This is an optimization exercise on Yosys and OpenROAD, whose aim is small area, not a production implementation. In this exercise RTL edits were held to simulation tests only and were not proved equivalent to the original. No activity file was given, so power comes from the tool's default toggle rates.

== rev 12 ==
## reg_file
module reg_file #(
  parameter int DATA_WIDTH = 32,
  parameter int ADDR_WIDTH = 5,
  parameter int ZERO_REG   = 31
) (
  input  logic                  clk,
  input  logic                  rst_n,
  input  logic [ADDR_WIDTH-1:0] read_reg1,
  input  logic [ADDR_WIDTH-1:0] read_reg2,
  input  logic [ADDR_WIDTH-1:0] write_reg,
  input  logic [DATA_WIDTH-1:0] write_data,
  input  logic                  reg_write,
  output logic [DATA_WIDTH-1:0] read_data1,
  output logic [DATA_WIDTH-1:0] read_data2
);
export LEC_CHECK = 0
export CAP_MARGIN = 25
export CORE_MARGIN = 2
export CORE_UTILIZATION = 40
export CTS_BUF_LIST = sky130_fd_sc_hd__clkbuf_8
export CTS_CLUSTER_DIAMETER = 70
export CTS_CLUSTER_SIZE = 14
export PLACE_DENSITY = 0.75
export SLEW_MARGIN = 25
export SYNTH_HIERARCHICAL = 1
create_clock -name core_clock -period 10.0 [get_ports {clk}]
standard.sh (not shown) runs the stock make flow with config.mk's settings and CLKGATE_MAP_FILE= SYNTH_SCRIPT=/design/flow/synth_recipe.tcl, a recipe that flattens the netlist after the stock synthesis.
==> flow/flow/run.sh <==
#!/bin/bash
# Layout flow: the standard synthesis unchanged, then the standard ORFS
# layout with two changes:
# * the smallest buffer on each port (repair_design sizes up where needed);
# * during floorplan and placement, the resizer may only use cells of drive
#   strength 2 or less, so that it fixes long nets with small buffers and
#   small upsizes rather than large ones. CTS and later steps use the
#   platform's usual cell set.
set -uo pipefail
LIB=$FLOW_HOME/platforms/sky130hd/lib/sky130_fd_sc_hd__tt_025C_1v80.lib
PLATFORM_DU="sky130_fd_sc_hd__probe_p_8 sky130_fd_sc_hd__probec_p_8 sky130_fd_sc_hd__lpflow_bleeder_1 sky130_fd_sc_hd__lpflow_clkbufkapwr_1 sky130_fd_sc_hd__lpflow_clkbufkapwr_16 sky130_fd_sc_hd__lpflow_clkbufkapwr_2 sky130_fd_sc_hd__lpflow_clkbufkapwr_4 sky130_fd_sc_hd__lpflow_clkbufkapwr_8 sky130_fd_sc_hd__lpflow_clkinvkapwr_1 sky130_fd_sc_hd__lpflow_clkinvkapwr_16 sky130_fd_sc_hd__lpflow_clkinvkapwr_2 sky130_fd_sc_hd__lpflow_clkinvkapwr_4 sky130_fd_sc_hd__lpflow_clkinvkapwr_8 sky130_fd_sc_hd__lpflow_decapkapwr_12 sky130_fd_sc_hd__lpflow_decapkapwr_3 sky130_fd_sc_hd__lpflow_decapkapwr_4 sky130_fd_sc_hd__lpflow_decapkapwr_6 sky130_fd_sc_hd__lpflow_decapkapwr_8 sky130_fd_sc_hd__lpflow_inputiso0n_1 sky130_fd_sc_hd__lpflow_inputiso0p_1 sky130_fd_sc_hd__lpflow_inputiso1n_1 sky130_fd_sc_hd__lpflow_inputiso1p_1 sky130_fd_sc_hd__lpflow_inputisolatch_1 sky130_fd_sc_hd__lpflow_isobufsrc_1 sky130_fd_sc_hd__lpflow_isobufsrc_16 sky130_fd_sc_hd__lpflow_isobufsrc_2 sky130_fd_sc_hd__lpflow_isobufsrc_4 sky130_fd_sc_hd__lpflow_isobufsrc_8 sky130_fd_sc_hd__lpflow_isobufsrckapwr_16 sky130_fd_sc_hd__lpflow_lsbuf_lh_hl_isowell_tap_1 sky130_fd_sc_hd__lpflow_lsbuf_lh_hl_isowell_tap_2 sky130_fd_sc_hd__lpflow_lsbuf_lh_hl_isowell_tap_4 sky130_fd_sc_hd__lpflow_lsbuf_lh_isowell_4 sky130_fd_sc_hd__lpflow_lsbuf_lh_isowell_tap_1 sky130_fd_sc_hd__lpflow_lsbuf_lh_isowell_tap_2 sky130_fd_sc_hd__lpflow_lsbuf_lh_isowell_tap_4"
BIG=$(grep -o 'cell *( *"sky130_fd_sc_hd__[a-z0-9_]*_\(4\|6\|8\|12\|16\)")' "$LIB" | sed 's/.*"\(.*\)".*/\1/' | grep -v -E 'tap|fill|decap' | tr '\n' ' ')
PORTS="BUFFER_PORTS_ARGS=-buffer_cell sky130_fd_sc_hd__buf_1"
bash standard.sh synth > flow_synth.log 2>&1 || exit 1
bash standard.sh "$PORTS" DONT_USE_CELLS="$PLATFORM_DU $BIG" place > flow_place.log 2>&1 || exit 1
bash standard.sh "$PORTS" finish > flow_finish.log 2>&1 || exit 1
#### Input delta (rev 13 over rev 12)
- PLACE_DENSITY no longer set, was 0.75
- GPL_TIMING_DRIVEN now 0, previously not set
==> comparison <==
Area of all placed cells without fillers went up slightly going from rev 12 to rev 13. Between rev 12 and rev 13, the count of cell types in the netlist figures differ only marginally. Between rev 13 and rev 12, the difference in met3 track utilization from global routing is negligible. Comparing rev 13 against rev 12, there is no change at all in H-tree depth reported by CTS.

* * *

The RTL this note starts from:
==> flow/design.v <==
module reg_file #(
  parameter int DATA_WIDTH = 32,
  parameter int ADDR_WIDTH = 5,
  parameter int ZERO_REG   = 31
) (
  input  logic                  clk,
  input  logic                  rst_n,
  input  logic [ADDR_WIDTH-1:0] read_reg1,
  input  logic [ADDR_WIDTH-1:0] read_reg2,
  input  logic [ADDR_WIDTH-1:0] write_reg,
  input  logic [DATA_WIDTH-1:0] write_data,
  input  logic                  reg_write,
  output logic [DATA_WIDTH-1:0] read_data1,
  output logic [DATA_WIDTH-1:0] read_data2
);
  localparam int W     = DATA_WIDTH;
  localparam int NREGS = 31;
  logic [NREGS-1:0] we, we_n;
  always_comb begin
    for (int i = 0; i < NREGS; i++) begin
      we[i] = reg_write && (write_reg == 5'(i));
    end
  end
  assign we_n = ~we;
  logic [NREGS-1:0] valid;
  always_ff @(posedge clk or negedge rst_n) begin
    if (!rst_n) begin
      valid <= '0;
    end else begin
      valid <= valid | we;
    end
  end
  logic [NREGS-1:0][W-1:0] mem, mem_d;
  for (genvar i = 0; i < NREGS; i++) begin : g_w
    for (genvar b = 0; b < W; b++) begin : g_b
      rf_hold u_h (
        .q(mem[i][b]), .hold(we_n[i]), .d(write_data[b]), .en(we[i]),
        .y(mem_d[i][b])
      );
    end
  end
  always_ff @(posedge clk) begin
    mem <= mem_d;
  end
  logic write_live;
  assign write_live = reg_write && rst_n;
  logic [ADDR_WIDTH-1:0] rr [2];
  logic [W-1:0]          rd [2];
  assign rr[0] = read_reg1;
  assign rr[1] = read_reg2;
  logic [NREGS-1:0] wl;
  assign wl = we & {NREGS{rst_n}};
  for (genvar p = 0; p < 2; p++) begin : g_p
    logic        hit;
    logic [31:0] sel;
    assign hit = write_live && (write_reg == rr[p]) && (rr[p] != 5'(ZERO_REG));
    always_comb begin
      for (int i = 0; i < NREGS; i++) begin
        sel[i] = (rr[p] == 5'(i)) && valid[i] && !wl[i];
      end
      sel[31] = hit;
    end
    for (genvar b = 0; b < W; b++) begin : g_b
      logic [31:0] q;
      logic [9:0]  g_n;
      logic [3:0]  h;
      for (genvar i = 0; i < NREGS; i++) begin : g_q
        assign q[i] = mem[i][b];
      end
      assign q[31] = write_data[b];
      for (genvar k = 0; k < 10; k++) begin : g_g
        rf_aoi222 u_g (
          .a1(sel[3*k]),   .a2(q[3*k]),
          .b1(sel[3*k+1]), .b2(q[3*k+1]),
          .c1(sel[3*k+2]), .c2(q[3*k+2]),
          .y(g_n[k])
        );
      end
      rf_ao22  u_g10 (.a1(sel[30]), .a2(q[30]), .b1(sel[31]), .b2(q[31]), .y(h[3]));
      rf_nand4 u_h0 (.a(g_n[0]), .b(g_n[1]), .c(g_n[2]), .d(g_n[3]), .y(h[0]));
      rf_nand3 u_h1 (.a(g_n[4]), .b(g_n[5]), .c(g_n[6]), .y(h[1]));
      rf_nand3 u_h2 (.a(g_n[7]), .b(g_n[8]), .c(g_n[9]), .y(h[2]));
      rf_or4   u_o  (.a(h[0]), .b(h[1]), .c(h[2]), .d(h[3]), .y(rd[p][b]));
    end
  end
  assign read_data1 = rd[0];
  assign read_data2 = rd[1];
endmodule
module rf_hold (
  input  logic q,
  input  logic hold,
  input  logic d,
  input  logic en,
  output logic y
);
  assign y = (q & hold) | (d & en);
endmodule
module rf_aoi222 (
  input  logic a1,
  input  logic a2,
  input  logic b1,
  input  logic b2,
  input  logic c1,
  input  logic c2,
  output logic y
);
  assign y = ~((a1 & a2) | (b1 & b2) | (c1 & c2));
endmodule
module rf_ao22 (
  input  logic a1,
  input  logic a2,
  input  logic b1,
  input  logic b2,
  output logic y
);
  assign y = (a1 & a2) | (b1 & b2);
endmodule
module rf_nand4 (
  input  logic a,
  input  logic b,
  input  logic c,
  input  logic d,
  output logic y
);
  assign y = ~(a & b & c & d);
endmodule
module rf_nand3 (
  input  logic a,
  input  logic b,
  input  logic c,
  output logic y
);
  assign y = ~(a & b & c);
endmodule
module rf_or4 (
  input  logic a,
  input  logic b,
  input  logic c,
  input  logic d,
  output logic y
);
  assign y = a | b | c | d;
endmodule
export LEC_CHECK = 0
export CAP_MARGIN = 10
export CORE_MARGIN = 2
export CORE_UTILIZATION = 40
export CTS_BUF_LIST = sky130_fd_sc_hd__clkbuf_16
export CTS_CLUSTER_DIAMETER = 70
export CTS_CLUSTER_SIZE = 24
export SLEW_MARGIN = 10
export SYNTH_HIERARCHICAL = 1
create_clock -name core_clock -period 10.0 [get_ports {clk}]
Scripts as last shown in full above: flow/flow/run.sh
The baseline finished clean.
Change:
--- a/flow/config.mk
+++ b/flow/config.mk
@@ -8 +8 @@
-export CAP_MARGIN = 10
+export CAP_MARGIN = 25
@@ -11 +11 @@
-export CTS_BUF_LIST = sky130_fd_sc_hd__clkbuf_16
+export CTS_BUF_LIST = sky130_fd_sc_hd__clkbuf_8
@@ -13,2 +13,2 @@
-export CTS_CLUSTER_SIZE = 24
-export SLEW_MARGIN = 10
+export CTS_CLUSTER_SIZE = 14
+export SLEW_MARGIN = 25
Outcome:
- The changed run completed without violations
- synthesized cell count stays the same
- setup slack is better by 0.11 ns
- wire length is about the same
- count of clock-buffer cells in the layout came out higher by 32
- die area is unchanged
- sequential cell count does not change
- combinational power stays flat
- sequential share of layout area came out higher by 0.31 points
- via count came out higher slightly
- clock power came out lower by about a fifth
- worst hold slack is worse by 0.0055 ns
Change:
--- a/flow/config.mk
+++ b/flow/config.mk
@@ -13 +13 @@
-export CTS_CLUSTER_SIZE = 14
+export CTS_CLUSTER_SIZE = 16
Die area does not change.
Clock power stays flat.
Hold slack gets better by 0.0032 ns.
Final area hardly moves.
Power is about the same.
Sequential power hardly moves.
Setup slack gets better by 0.044 ns.
Clock skew stays the same.
Cell count hardly moves.
Via count barely changes.

[separate check: timing with driven ports]
No port has a modelled driver above. Below, the same layouts with a new extraction and two added sets of constraints. Step 1 sets driving cells, clkbuf_16 on the clock port and buf_2 on the other inputs (assumed; they add their load-dependent delay and slew). Step 2 also shifts input and output timing later by t, the mid clock arrival at the registers, as if the neighbouring blocks saw the same clock. a / b / c = ideal / step 1 / step 2; a / b = the first two.
run | shift t [ns] | setup slack, ns | hold slack, ns | worst register clock-pin slew, ns | pins driven straight from the clock port
rev 12 | 0.810 | 1.739 / 1.714 / 1.714 | 0.487 / 0.487 / 0.487 | 0.10 / 0.10 | 1
rev 13 | 0.831 | 1.967 / 1.937 / 1.937 | 0.481 / 0.481 / 0.481 | 0.10 / 0.10 | 1
the first run of note 2 | 0.744 | 1.627 / 1.602 / 1.602 | 0.489 / 0.489 / 0.489 | 0.10 / 0.10 | 1
the second run of note 2 | 0.830 | 1.733 / 1.710 / 1.710 | 0.484 / 0.484 / 0.484 | 0.10 / 0.10 | 1
the third run of note 2 | 0.837 | 1.778 / 1.753 / 1.753 | 0.487 / 0.487 / 0.487 | 0.11 / 0.11 | 1
After both steps setup and hold are still met in every run listed. The setup slack of rev 13, which loses most, moves by -0.030 ns with the drivers and by -0.030 ns with both steps.
